Source: an optimization exercise on an open RTL-to-GDS flow (aim: a short achievable clock period). Production flows keep margins and buffers that such runs may drop. In this exercise RTL edits were held to simulation tests only and were not proved equivalent to the original. Power figures rest on the tool's default switching activity, not on a simulated workload.

==> v20: inputs <==
// next_pc_predictor
module next_pc_predictor #(
    parameter int                    ADDR_WIDTH  = 32,
    parameter int                    BTB_ENTRIES = 16,
    parameter int                    RAS_DEPTH   = 4,
    parameter logic [ADDR_WIDTH-1:0] RESET_PC    = 'h0040_0000
) (
    input  logic                  CLOCK,
    input  logic                  RESET,
    input  logic                  Stall_IN,
    output logic [ADDR_WIDTH-1:0] FetchAddress_OUT,
    output logic                  PredictedTaken_OUT,
    output logic [ADDR_WIDTH-1:0] PredictedTarget_OUT,
    input  logic                  Update_IN,
    input  logic [ADDR_WIDTH-1:0] UpdateAddress_IN,
    input  logic                  UpdateTaken_IN,
    input  logic [ADDR_WIDTH-1:0] UpdateTarget_IN,
    input  logic [1:0]            UpdateKind_IN,
    input  logic                  Mispredict_IN,
    input  logic [ADDR_WIDTH-1:0] RedirectAddress_IN
);
clock: 7.0 ns
lec_check: 0
cap_margin: 20
core_margin: 2
core_utilization: 40
setup_slack_margin: 4.5
slew_margin: 20
run.sh (not shown) runs the stock make flow with config.mk's settings and CLKGATE_MAP_FILE= SYNTH_SCRIPT=/design/flow/synth_recipe.tcl, a recipe that flattens the netlist after the stock synthesis.
==> v37: changes against v20 <==
--- a/flow/design.v
+++ b/flow/design.v
@@ -87,34 +87,27 @@
     logic [1:0]            btbCtr    [N];
     logic [ADDR_WIDTH-1:0] pcQ, pcPlus4Q, takenTgtQ;
     logic [ADDR_WIDTH-1:0] pc;           
     logic [ADDR_WIDTH-1:0] pcPlus4;      
     logic                  predTaken;    
     logic                  predNotSel;   
     logic                  predSel;
     logic                  outSel;       
-    logic                  outSelB;      
     logic [ADDR_WIDTH-1:0] pcI;          
-    logic [ADDR_WIDTH-1:0] pcPlus4I;     
     logic [ADDR_WIDTH-1:0] takenTgt;     
-    logic [ADDR_WIDTH-1:0] takenTgtO;    
     logic                  predCall;     
     logic                  predRet;      
     assign pc      = pcQ ^ RESET_PC;
     assign pcPlus4 = pcPlus4Q ^ RESET_PC4;
-    assign takenTgtO = takenTgtQ ^ RESET_PC4;
+    assign takenTgt = takenTgtQ ^ RESET_PC4;
     assign predSel  = !predNotSel;
     assign FetchAddress_OUT    = pc;
     assign PredictedTaken_OUT  = predTaken;
-    localparam int HALF = ADDR_WIDTH / 2;
-    assign PredictedTarget_OUT[HALF-1:0] =
-        outSel ? takenTgtO[HALF-1:0] : pcPlus4[HALF-1:0];
-    assign PredictedTarget_OUT[ADDR_WIDTH-1:HALF] =
-        outSelB ? takenTgtO[ADDR_WIDTH-1:HALF] : pcPlus4[ADDR_WIDTH-1:HALF];
+    assign PredictedTarget_OUT = outSel ? takenTgt : pcPlus4;
     logic [IDXW-1:0]       updIdx;
     logic [TAGW-1:0]       updTag;
     logic [N-1:0]          uSel;         
     logic [N-1:0]          uHit;         
     logic [N-1:0]          wTaken;       
     logic [1:0]            nCtr [N];     
     assign updIdx = UpdateAddress_IN[IDXW+1:2];
     assign updTag = UpdateAddress_IN[ADDR_WIDTH-1:IDXW+2];
@@ -155,25 +148,25 @@
     return_address_stack #(
         .RAS_DEPTH  (RAS_DEPTH),
         .ADDR_WIDTH (ADDR_WIDTH)
     ) u_ras (
         .clock    (CLOCK),
         .reset    (RESET),
         .push     (rasPush),
         .pop      (rasPop),
-        .pushData (pcPlus4I),
+        .pushData (pcPlus4),
         .top      (rasTop),
         .second   (rasSecond),
         .empty    (rasEmpty),
         .one      (rasOne)
     );
     logic [ADDR_WIDTH-1:0] advRasTop;
     logic                  advRasEmpty;
-    assign advRasTop   = predCall ? pcPlus4I : (predRet && !rasEmpty) ? rasSecond : rasTop;
+    assign advRasTop   = predCall ? pcPlus4 : (predRet && !rasEmpty) ? rasSecond : rasTop;
     assign advRasEmpty = predCall ? 1'b0 : (predRet && !rasEmpty) ? rasOne : rasEmpty;
     logic [N*TAGW-1:0]       tagFlat;
     logic [N*ADDR_WIDTH-1:0] tgtFlat;
     logic [N*2-1:0]          kindFlat;
     logic [N-1:0]            vpVec;       
     logic [N-1:0]            vqVec;       
     logic [N-1:0]            vzVec;       
     for (genvar i = 0; i < N; i++) begin : g_flat
@@ -181,96 +174,76 @@
         assign tgtFlat[i*ADDR_WIDTH +: ADDR_WIDTH] = btbTarget[i];
         assign kindFlat[i*2 +: 2]                  = btbKind[i];
         assign vpVec[i] = btbValid[i] &&
                           (btbKind[i] != npc_pkg::KIND_BRANCH || btbCtr[i][1]);
         assign vqVec[i] = btbValid[i] &&
                           (btbKind[i] != npc_pkg::KIND_BRANCH || btbCtr[i] == npc_pkg::CTR_ST);
         assign vzVec[i] = btbValid[i] && (btbCtr[i] == npc_pkg::CTR_SNT);
     end
-    logic [N-1:0] tagEqR, tagEqS, tagEqT, tagEqN;
-    for (genvar i = 0; i < N; i++) begin : g_tageq
-        assign tagEqR[i] = (btbTag[i] == RedirectAddress_IN[ADDR_WIDTH-1:IDXW+2]);
-        assign tagEqS[i] = (btbTag[i] == pcI[ADDR_WIDTH-1:IDXW+2]);
-        assign tagEqT[i] = (btbTag[i] == takenTgt[ADDR_WIDTH-1:IDXW+2]);
-        if (i == 0) begin : g_wrap
-            assign tagEqN[i] = (btbTag[i] == pcPlus4I[ADDR_WIDTH-1:IDXW+2]);
-        end else begin : g_same
-            assign tagEqN[i] = tagEqS[i];
-        end
-    end
     logic [ADDR_WIDTH-1:0] tPlus4, nPlus4, rPlus4;
     logic                  rTaken, sTaken, tTaken, nTaken;
     logic [ADDR_WIDTH-1:0] rTgt, sTgt, tTgt, nTgt;
     logic                  rCall, sCall, tCall, nCall;
     logic                  rRet, sRet, tRet, nRet;
     assign rPlus4 = RedirectAddress_IN + ADDR_WIDTH'(4);
     assign tPlus4 = takenTgt + ADDR_WIDTH'(4);
-    assign nPlus4 = pcPlus4I + ADDR_WIDTH'(4);
+    assign nPlus4 = pcPlus4 + ADDR_WIDTH'(4);
     npc_lookup #(.ADDR_WIDTH(ADDR_WIDTH), .N(N)) u_lkR (
         .pcIn(RedirectAddress_IN),
-        .tagEqIn(tagEqR), .tgtFlat(tgtFlat), .kindFlat(kindFlat),
+        .tagFlat(tagFlat), .tgtFlat(tgtFlat), .kindFlat(kindFlat),
         .vpVec(vpVec), .vqVec(vqVec), .vzVec(vzVec),
         .uValid(Update_IN), .uTaken(UpdateTaken_IN), .uAddr(UpdateAddress_IN),
         .uKind(UpdateKind_IN), .uTarget(UpdateTarget_IN),
         .rasTop(rasTop), .rasEmpty(rasEmpty),
         .taken(rTaken), .takenTarget(rTgt), .isCall(rCall), .isRet(rRet));
     npc_lookup #(.ADDR_WIDTH(ADDR_WIDTH), .N(N)) u_lkS (
         .pcIn(pcI),
-        .tagEqIn(tagEqS), .tgtFlat(tgtFlat), .kindFlat(kindFlat),
+        .tagFlat(tagFlat), .tgtFlat(tgtFlat), .kindFlat(kindFlat),
         .vpVec(vpVec), .vqVec(vqVec), .vzVec(vzVec),
         .uValid(Update_IN), .uTaken(UpdateTaken_IN), .uAddr(UpdateAddress_IN),
         .uKind(UpdateKind_IN), .uTarget(UpdateTarget_IN),
         .rasTop(rasTop), .rasEmpty(rasEmpty),
         .taken(sTaken), .takenTarget(sTgt), .isCall(sCall), .isRet(sRet));
     npc_lookup #(.ADDR_WIDTH(ADDR_WIDTH), .N(N)) u_lkT (
         .pcIn(takenTgt),
-        .tagEqIn(tagEqT), .tgtFlat(tgtFlat), .kindFlat(kindFlat),
+        .tagFlat(tagFlat), .tgtFlat(tgtFlat), .kindFlat(kindFlat),
         .vpVec(vpVec), .vqVec(vqVec), .vzVec(vzVec),
         .uValid(Update_IN), .uTaken(UpdateTaken_IN), .uAddr(UpdateAddress_IN),
         .uKind(UpdateKind_IN), .uTarget(UpdateTarget_IN),
         .rasTop(advRasTop), .rasEmpty(advRasEmpty),
         .taken(tTaken), .takenTarget(tTgt), .isCall(tCall), .isRet(tRet));
     npc_lookup #(.ADDR_WIDTH(ADDR_WIDTH), .N(N)) u_lkN (
-        .pcIn(pcPlus4I),
-        .tagEqIn(tagEqN), .tgtFlat(tgtFlat), .kindFlat(kindFlat),
+        .pcIn(pcPlus4),
+        .tagFlat(tagFlat), .tgtFlat(tgtFlat), .kindFlat(kindFlat),
         .vpVec(vpVec), .vqVec(vqVec), .vzVec(vzVec),
         .uValid(Update_IN), .uTaken(UpdateTaken_IN), .uAddr(UpdateAddress_IN),
         .uKind(UpdateKind_IN), .uTarget(UpdateTarget_IN),
         .rasTop(advRasTop), .rasEmpty(advRasEmpty),
         .taken(nTaken), .takenTarget(nTgt), .isCall(nCall), .isRet(nRet));
     logic [ADDR_WIDTH-1:0] aPc, aPlus4, aTgt;
     logic                  aTaken, aCall, aRet;
-    assign aPc    = predSel ? takenTgt : pcPlus4I;
+    assign aPc    = predSel ? takenTgt : pcPlus4;
     assign aPlus4 = predSel ? tPlus4   : nPlus4;
     assign aTaken = predSel ? tTaken   : nTaken;
     assign aTgt   = predSel ? tTgt     : nTgt;
     assign aCall  = predSel ? tCall    : nCall;
     assign aRet   = predSel ? tRet     : nRet;
     logic                  nxTaken;
     logic [ADDR_WIDTH-1:0] nxTgt;
     assign nxTaken = Mispredict_IN ? rTaken : Stall_IN ? sTaken : aTaken;
     assign nxTgt   = Mispredict_IN ? rTgt   : Stall_IN ? sTgt   : aTgt;
     always_ff @(posedge CLOCK) begin
-        outSel  <= nxTaken;
-        outSelB <= nxTaken && !RESET;
+        outSel <= nxTaken;
         if (RESET) begin
-            takenTgt <= RESET_PC4;
-            pcI      <= RESET_PC;
-            pcPlus4I <= RESET_PC4;
+            pcI <= RESET_PC;
         end else if (Mispredict_IN) begin
-            takenTgt <= nxTgt;
-            pcI      <= RedirectAddress_IN;
-            pcPlus4I <= rPlus4;
-        end else begin
-            takenTgt <= nxTgt;
-            if (!Stall_IN) begin
-                pcI      <= aPc;
-                pcPlus4I <= aPlus4;
-            end
+            pcI <= RedirectAddress_IN;
+        end else if (!Stall_IN) begin
+            pcI <= aPc;
         end
     end
     always_ff @(posedge CLOCK or posedge RESET) begin
         if (RESET) begin
             pcQ       <= '0;
             pcPlus4Q  <= '0;
             predTaken  <= 1'b0;
             predNotSel <= 1'b0;
@@ -302,17 +275,17 @@
         end
     end
 endmodule
 module npc_lookup #(
     parameter int ADDR_WIDTH = 32,
     parameter int N          = 16
 ) (
     input  logic [ADDR_WIDTH-1:0]   pcIn,
-    input  logic [N-1:0]            tagEqIn,    
+    input  logic [N*(ADDR_WIDTH-$clog2(N)-2)-1:0] tagFlat,
     input  logic [N*ADDR_WIDTH-1:0] tgtFlat,
     input  logic [N*2-1:0]          kindFlat,
     input  logic [N-1:0]            vpVec,      
     input  logic [N-1:0]            vqVec,      
     input  logic [N-1:0]            vzVec,      
     input  logic                    uValid,
     input  logic                    uTaken,
     input  logic [ADDR_WIDTH-1:0]   uAddr,
@@ -343,17 +316,18 @@
     assign tag = pcIn[ADDR_WIDTH-1:IDXW+2];
     logic [3:0] decLo, decHi;
     for (genvar j = 0; j < 4; j++) begin : g_dec
         assign decLo[j] = (idx[1:0] == 2'(j));
         assign decHi[j] = (idx[3:2] == 2'(j));
     end
     logic [N-1:0] eqVec;         
     for (genvar i = 0; i < N; i++) begin : g_ent
-        assign eqVec[i] = decLo[i % 4] && decHi[i / 4] && tagEqIn[i];
+        assign eqVec[i] = decLo[i % 4] && decHi[i / 4] &&
+                          (tagFlat[i*TAGW +: TAGW] == tag);
     end
     logic hitP, hitQ, hitZ;
     assign hitP = |(eqVec & vpVec);
     assign hitQ = |(eqVec & vqVec);
     assign hitZ = |(eqVec & vzVec);
     assign kindOld = kindFlat[idx*2 +: 2];
     assign tgtOld  = tgtFlat[idx*ADDR_WIDTH +: ADDR_WIDTH];
     assign tagEqU = (uAddr[ADDR_WIDTH-1:IDXW+2] == tag);
==> flow/config.mk (replaced) <==
export PLATFORM = sky130hd
export DESIGN_NAME = next_pc_predictor
export DESIGN_NICKNAME = next_pc_predictor
export VERILOG_FILES = /design/flow/design.v
export SDC_FILE = /design/flow/constraint.sdc
export NUM_CORES = 4
export LEC_CHECK = 0
export CAP_MARGIN = 20
export CORE_MARGIN = 2
export CORE_UTILIZATION = 40
export SETUP_SLACK_MARGIN = 4.0
export SLEW_MARGIN = 20
==> comparison table <==
metric                                                                               v20                      v37
Most common cell in the netlist                                                   xor2_1                  xnor2_1
Switching Share                                                                    0.326                    0.366
Sequential cell count of the final layout                                           1332                     1269
Multi-input gate share of the layout cell area                                     0.450                    0.472
Number of core rows                                                                  172                      176
Origin of the worst setup path                                               takenTgt[3]                   pcI[7]
Met3 routing resource usage after global routing                                   0.169                    0.225
Via density per instance                                                            7.05                     7.21
Cts repair resizes                                                                  1399                     1070
Met1 layer usage reported by global route                                          0.496                    0.520
Non-clock buffer share of cell area                                                0.127                    0.114
Mapped Area                                                                    88300 um2                92800 um2
Area of combinational cells with multiple inputs                               50800 um2                53400 um2
Status                                                           complete, no violations  complete, no violations
Cell with the largest stage delay on the worst path                               or4b_2                   nor4_1
Number of standard cells in the layout, taps in and fillers out                    10700                    11300
Mux cell area share after synthesis                                                0.205                    0.198
Sequential power share                                                             0.394                    0.333
Worst reg-to-reg setup slack                                                     3360 ps                  3240 ps
Worst-margin pin slew                                                            1190 ps                  1250 ps
P_int                                                                            15.9 mW                  17.0 mW

static timing again, ports no longer ideal:
No port has a modelled driver above. Below, the same layouts with a new extraction and two added sets of constraints.
Step 1: set_driving_cell puts a clkbuf_16 on CLOCK and a buf_2 on each other input, an assumption about the parent block.
Step 2, shift: input delay + t, output delay - t, t = (earliest + latest rising clock arrival at the registers) / 2. This alone moves slack from input paths to output paths.
Three values: ideal, step 1, step 2; two values: the first two.
run	t, ns	slack for setup (ns)	latest minus earliest clock arrival (ns)	pins driven straight from the clock port
v20	0.948	3.357 / 3.252 / 2.304	0.077 / 0.076	1
v37	0.971	3.239 / 3.239 / 2.480	0.086 / 0.086	1
After both steps every run listed still meets setup and hold. The setup slack of v20, which loses most, moves by -0.105 ns with the drivers and by -1.053 ns with both steps.
